Background: an optimization exercise with open tools, aiming at small area, a short achievable clock period and few clock cycles per item. Do not read the settings as production practice.
Function was checked by simulation only, so behaviour that the tests miss may differ from the original.
No activity file was given, so power comes from the tool's default toggle rates.

==> module icache_top, before the edit <==
module icache_top (
    input  logic        Clk,
    input  logic        arst_n,
    input  logic        fetch_req_valid,
    input  logic [31:0] fetch_req_addr,
    input  logic        mem_credit,
    input  logic        mem_beat_valid,
    input  logic [31:0] mem_beat_data,
    output logic        fetch_rsp_valid,
    output logic [31:0] fetch_rsp_instr,
    output logic        busy,
    output logic        mem_req_valid,
    output logic [31:0] mem_req_addr
);
    logic        dv, tv, sv, busy_q;
    logic [29:0] d_addr, t_addr, s_addr;   
    logic        accept, done, d_free, t_free;
    assign accept = fetch_req_valid && !busy_q;
    logic [1:0]  act;                      
    logic [27:0] fblk [2];                 
    logic [1:0]  fway [2];
    logic        fh, ft;                   
    logic [1:0]  bc;                       
    logic [7:0]  wmask;                    
    logic        lpf;                      
    logic [1:0]  lpk;
    logic [2:0]  credits;
    logic [27:0] t_blk, d_blk;
    logic        t_pm0, t_pm1;
    logic [3:0]  t_hit_oh;
    logic [1:0]  victim;
    logic [3:0]  d_victim_oh;
    logic        alloc;
    assign t_blk = t_addr[29:2];
    assign d_blk = d_addr[29:2];
    icache_tag_array u_tags (
        .Clk, .arst_n,
        .set_idx(t_blk[2:0]), .tag(t_blk[27:3]), .hit(), .hit_oh(t_hit_oh), .victim,
        .alloc, .alloc_set(d_blk[2:0]), .alloc_tag(d_blk[27:3]), .alloc_way_oh(d_victim_oh)
    );
    assign t_pm0 = act[0] && (fblk[0] == t_blk);
    assign t_pm1 = act[1] && (fblk[1] == t_blk);
    logic        same_blk, same_set;
    logic        n_pend, n_pf;
    logic [3:0]  n_hit_oh, victim_oh, kill, inject, n_victim_oh;
    logic [1:0]  d_victim;
    assign same_blk  = (t_blk == d_blk);
    assign same_set  = (t_blk[2:0] == d_blk[2:0]);
    assign victim_oh = d_victim_oh;           
    assign d_victim  = {d_victim_oh[3] | d_victim_oh[2], d_victim_oh[3] | d_victim_oh[1]};
    assign n_victim_oh = (alloc && same_set) ? {d_victim_oh[2:0], d_victim_oh[3]}
                                             : 4'b0001 << victim;
    assign kill      = {4{alloc && same_set}} & victim_oh;
    assign inject    = {4{alloc && same_blk}} & victim_oh;
    assign n_hit_oh  = (t_hit_oh & ~kill) | inject;
    assign n_pend    = t_pm0 || t_pm1 || (alloc && same_blk);
    assign n_pf      = (alloc && same_blk) ? ft : t_pm1;
    logic        d_hit, d_pend, d_pf;
    assign d_hit = |d_hit_oh;
    logic [3:0]  d_hit_oh;
    logic [31:0] d_rsel;            
    logic [1:0]  k;
    logic [3:0][31:0] arr_rd;
    assign k = d_addr[1:0];
    icache_data_array u_data (
        .Clk, .we(mem_beat_valid), .wrow_oh(w_row_oh), .wway_oh(w_way_oh),
        .wdata(mem_beat_data), .rrow_oh(d_rsel), .rdata(arr_rd)
    );
    logic arrived, mask_empty, order_ok, push, r_arr, r_beat, r_fwd;
    logic       push_f;
    logic [2:0] head_pos, push_pos;
    assign arrived    = !act[d_pf] || ((d_pf == fh) && (k < bc));
    assign mask_empty = (wmask == '0);
    assign order_ok   = mask_empty || ((d_pf == lpf) && (k > lpk)) || ((d_pf != lpf) && (lpf == fh));
    assign alloc = dv && !d_hit && !act[ft] && (credits != 3'd0);
    always_comb begin
        push  = 1'b0;
        r_arr = 1'b0;
        if (dv) begin
            if (d_pend && !arrived) begin
                push  = order_ok;
            end else if (d_hit) begin
                r_arr = mask_empty;
            end else begin
                push  = alloc;
            end
        end
    end
    assign push_f   = alloc ? ft : d_pf;
    assign push_pos = {push_f, k};
    assign done     = alloc || push || r_arr;
    assign head_pos = {fh, bc};
    assign r_beat   = mem_beat_valid && wmask[head_pos];
    assign r_fwd    = mem_beat_valid && push && !alloc && (push_pos == head_pos);
    assign d_free = !dv || done;
    assign t_free = !tv || d_free;
    logic [31:0] w_row_oh;
    logic [3:0]  w_way_oh;
    logic        fh_n;
    logic [1:0]  bc_n;
    logic [2:0]  wset_n;
    logic [1:0]  wway_n;
    assign fh_n   = fh ^ (mem_beat_valid && bc == 2'd3);
    assign bc_n   = bc + 2'(mem_beat_valid);
    assign wset_n = (alloc && ft == fh_n) ? d_blk[2:0] : fblk[fh_n][2:0];
    assign wway_n = (alloc && ft == fh_n) ? d_victim   : fway[fh_n];
    logic [27:0] req_blk;
    assign mem_req_addr = {req_blk, 4'b0};
    logic        p_valid, p_arr;
    logic [3:0]  p_way_oh;
    logic [3:0][31:0] p_words;
    logic [31:0] p_beat;
    always_ff @(posedge Clk or negedge arst_n) begin
        if (!arst_n) begin
            dv              <= 1'b0;
            tv              <= 1'b0;
            sv              <= 1'b0;
            busy_q          <= 1'b0;
            act             <= '0;
            fh              <= 1'b0;
            ft              <= 1'b0;
            bc              <= '0;
            wmask           <= '0;
            lpf             <= 1'b0;
            lpk             <= '0;
            credits         <= '0;
            p_valid         <= 1'b0;
        end else begin
            if (d_free) dv <= tv;
            if (t_free) begin
                tv <= sv || accept;
                sv <= 1'b0;
            end else begin
                sv <= sv || accept;
            end
            busy_q <= !d_free && tv && (sv || accept);
            if (mem_credit && !alloc) begin
                if (credits != 3'(icache_pkg::MEM_CREDITS_MAX)) credits <= credits + 3'd1;
            end else if (!mem_credit && alloc) begin
                credits <= credits - 3'd1;
            end
            if (alloc) begin
                act[ft] <= 1'b1;
                ft      <= !ft;
            end
            if (mem_beat_valid) begin
                bc <= bc + 2'd1;
                if (bc == 2'd3) begin
                    act[fh] <= 1'b0;
                    fh      <= !fh;
                end
            end
            for (int i = 0; i < 8; i++) begin
                if (push && !r_fwd && push_pos == 3'(i)) wmask[i] <= 1'b1;
                else if (r_beat && head_pos == 3'(i))     wmask[i] <= 1'b0;
            end
            if (push) begin
                lpf <= push_f;
                lpk <= k;
            end
            p_valid         <= r_beat || r_fwd || r_arr;
        end
    end
    always_ff @(posedge Clk) begin
        if (d_free) begin
            d_addr   <= t_addr;
            d_victim_oh <= n_victim_oh;
            d_rsel   <= 32'b1 << {t_blk[2:0], t_addr[1:0]};
            d_hit_oh <= n_hit_oh;
            d_pend   <= n_pend;
            d_pf     <= n_pf;
        end
        if (t_free) t_addr <= sv ? s_addr : fetch_req_addr[31:2];
        if (!sv)    s_addr <= fetch_req_addr[31:2];
        w_row_oh <= 32'b1 << {wset_n, bc_n};
        w_way_oh <= 4'b1 << wway_n;
        req_blk  <= d_blk;          
        if (alloc) begin
            fblk[ft] <= d_blk;
            fway[ft] <= d_victim;
        end
        busy            <= !d_free && tv && (sv || accept);
        fetch_rsp_valid <= p_valid;
        mem_req_valid   <= alloc;
        p_arr    <= r_arr;
        p_way_oh <= d_hit_oh;
        p_words  <= arr_rd;
        p_beat   <= mem_beat_data;
        begin
            fetch_rsp_instr <= p_arr ? (({32{p_way_oh[0]}} & p_words[0]) |
                                        ({32{p_way_oh[1]}} & p_words[1]) |
                                        ({32{p_way_oh[2]}} & p_words[2]) |
                                        ({32{p_way_oh[3]}} & p_words[3]))
                                     : p_beat;
        end
    end
endmodule
Settings: LEC_CHECK=0, CAP_MARGIN=20, CORE_MARGIN=2, CORE_UTILIZATION=60, CTS_CLUSTER_DIAMETER=80, CTS_CLUSTER_SIZE=24, SETUP_SLACK_MARGIN=3.6, SLEW_MARGIN=20, SYNTH_MEMORY_MAX_BITS=16384; clock period 6.0 ns.
run.sh (not shown) runs the stock make flow with config.mk's settings and CLKGATE_MAP_FILE= SYNTH_SCRIPT=/design/flow/synth_recipe.tcl, a recipe that flattens the netlist after the stock synthesis.
The baseline went through all stages and came out clean.
Testbench counts at the start, summed over its fixed seeds: cycles 16,465, fetches 12,000.
Then changed:
--- a/flow/design.v
+++ b/flow/design.v
@@ -109,10 +109,13 @@
     logic [1:0]  bc;                       
     logic [7:0]  wmask;                    
     logic        lpf;                      
     logic [1:0]  lpk;
     logic [2:0]  credits;
+    logic        cred_ok, slot_free;
+    logic [1:0]  act_n;
+    logic        ft_n;
     logic [27:0] t_blk, d_blk;
     logic        t_pm0, t_pm1;
     logic [3:0]  t_hit_oh;
     logic [1:0]  victim;
     logic [3:0]  d_victim_oh;
@@ -156,11 +159,11 @@
     logic       push_f;
     logic [2:0] head_pos, push_pos;
     assign arrived    = !act[d_pf] || ((d_pf == fh) && (k < bc));
     assign mask_empty = (wmask == '0);
     assign order_ok   = mask_empty || ((d_pf == lpf) && (k > lpk)) || ((d_pf != lpf) && (lpf == fh));
-    assign alloc = dv && !d_hit && !act[ft] && (credits != 3'd0);
+    assign alloc = dv && !d_hit && slot_free && cred_ok;
     always_comb begin
         push  = 1'b0;
         r_arr = 1'b0;
         if (dv) begin
             if (d_pend && !arrived) begin
@@ -188,10 +191,16 @@
     logic [1:0]  wway_n;
     assign fh_n   = fh ^ (mem_beat_valid && bc == 2'd3);
     assign bc_n   = bc + 2'(mem_beat_valid);
     assign wset_n = (alloc && ft == fh_n) ? d_blk[2:0] : fblk[fh_n][2:0];
     assign wway_n = (alloc && ft == fh_n) ? d_victim   : fway[fh_n];
+    always_comb begin
+        act_n = act;
+        if (alloc) act_n[ft] = 1'b1;
+        if (mem_beat_valid && bc == 2'd3) act_n[fh] = 1'b0;
+    end
+    assign ft_n = ft ^ alloc;
     logic [27:0] req_blk;
     assign mem_req_addr = {req_blk, 4'b0};
     logic        p_valid, p_arr;
     logic [3:0]  p_way_oh;
     logic [3:0][31:0] p_words;
@@ -208,10 +217,12 @@
             bc              <= '0;
             wmask           <= '0;
             lpf             <= 1'b0;
             lpk             <= '0;
             credits         <= '0;
+            cred_ok         <= 1'b0;
+            slot_free       <= 1'b1;
             p_valid         <= 1'b0;
         end else begin
             if (d_free) dv <= tv;
             if (t_free) begin
                 tv <= sv || accept;
@@ -223,10 +234,13 @@
             if (mem_credit && !alloc) begin
                 if (credits != 3'(icache_pkg::MEM_CREDITS_MAX)) credits <= credits + 3'd1;
             end else if (!mem_credit && alloc) begin
                 credits <= credits - 3'd1;
             end
+            if (mem_credit && !alloc)      cred_ok <= 1'b1;
+            else if (!mem_credit && alloc) cred_ok <= (credits != 3'd1);
+            slot_free <= !act_n[ft_n];
             if (alloc) begin
                 act[ft] <= 1'b1;
                 ft      <= !ft;
             end
             if (mem_beat_valid) begin
Result: Routed wire length drops by 5.3%. Flip-flop and latch count climbs by 2. Power climbs by 11%. Via count drops by 4.1%. Synthesized cell count is about the same. Global-route usage drops by 2.2 points. Combinational power climbs by 34%. Die area barely changes. Maximum frequency barely changes. Cell count drops by 1.1%. Count of clock-buffer cells in the layout climbs by 3. Final area drops by 1.1%.
Testbench counts after the change, summed over its fixed seeds: cycles 16,465, fetches 12,000.

==> afterwards: timing with drivers on the ports <==
The results above use ideal ports. As a check the final layouts listed here were re-extracted and re-timed, cells and wires unchanged. Step 1: set_driving_cell puts a clkbuf_16 on Clk and a buf_2 on each other input, an assumption about the parent block. Step 2 adds t to the input delays and takes it off the output delays; t is the mean of the earliest and latest rising clock arrival at the registers after step 1. Input paths then give back, and output paths get back, about the clock's delay inside the block. Three values: no drivers, after step 1, after step 2; two values: the first two.
| run | t (ns) | setup WS [ns] | worst data-port slew with drivers (ns) |
|---|---|---|---|
| the first run | 1.086 | 3.318 / 3.254 / 2.433 | 0.21 |
| the second run | 1.050 | 3.313 / 3.220 / 2.198 | 0.54 |
After both steps every run listed still meets setup and hold. The setup slack of the second run, which loses most, moves by -0.093 ns with the drivers and by -1.115 ns with both steps.
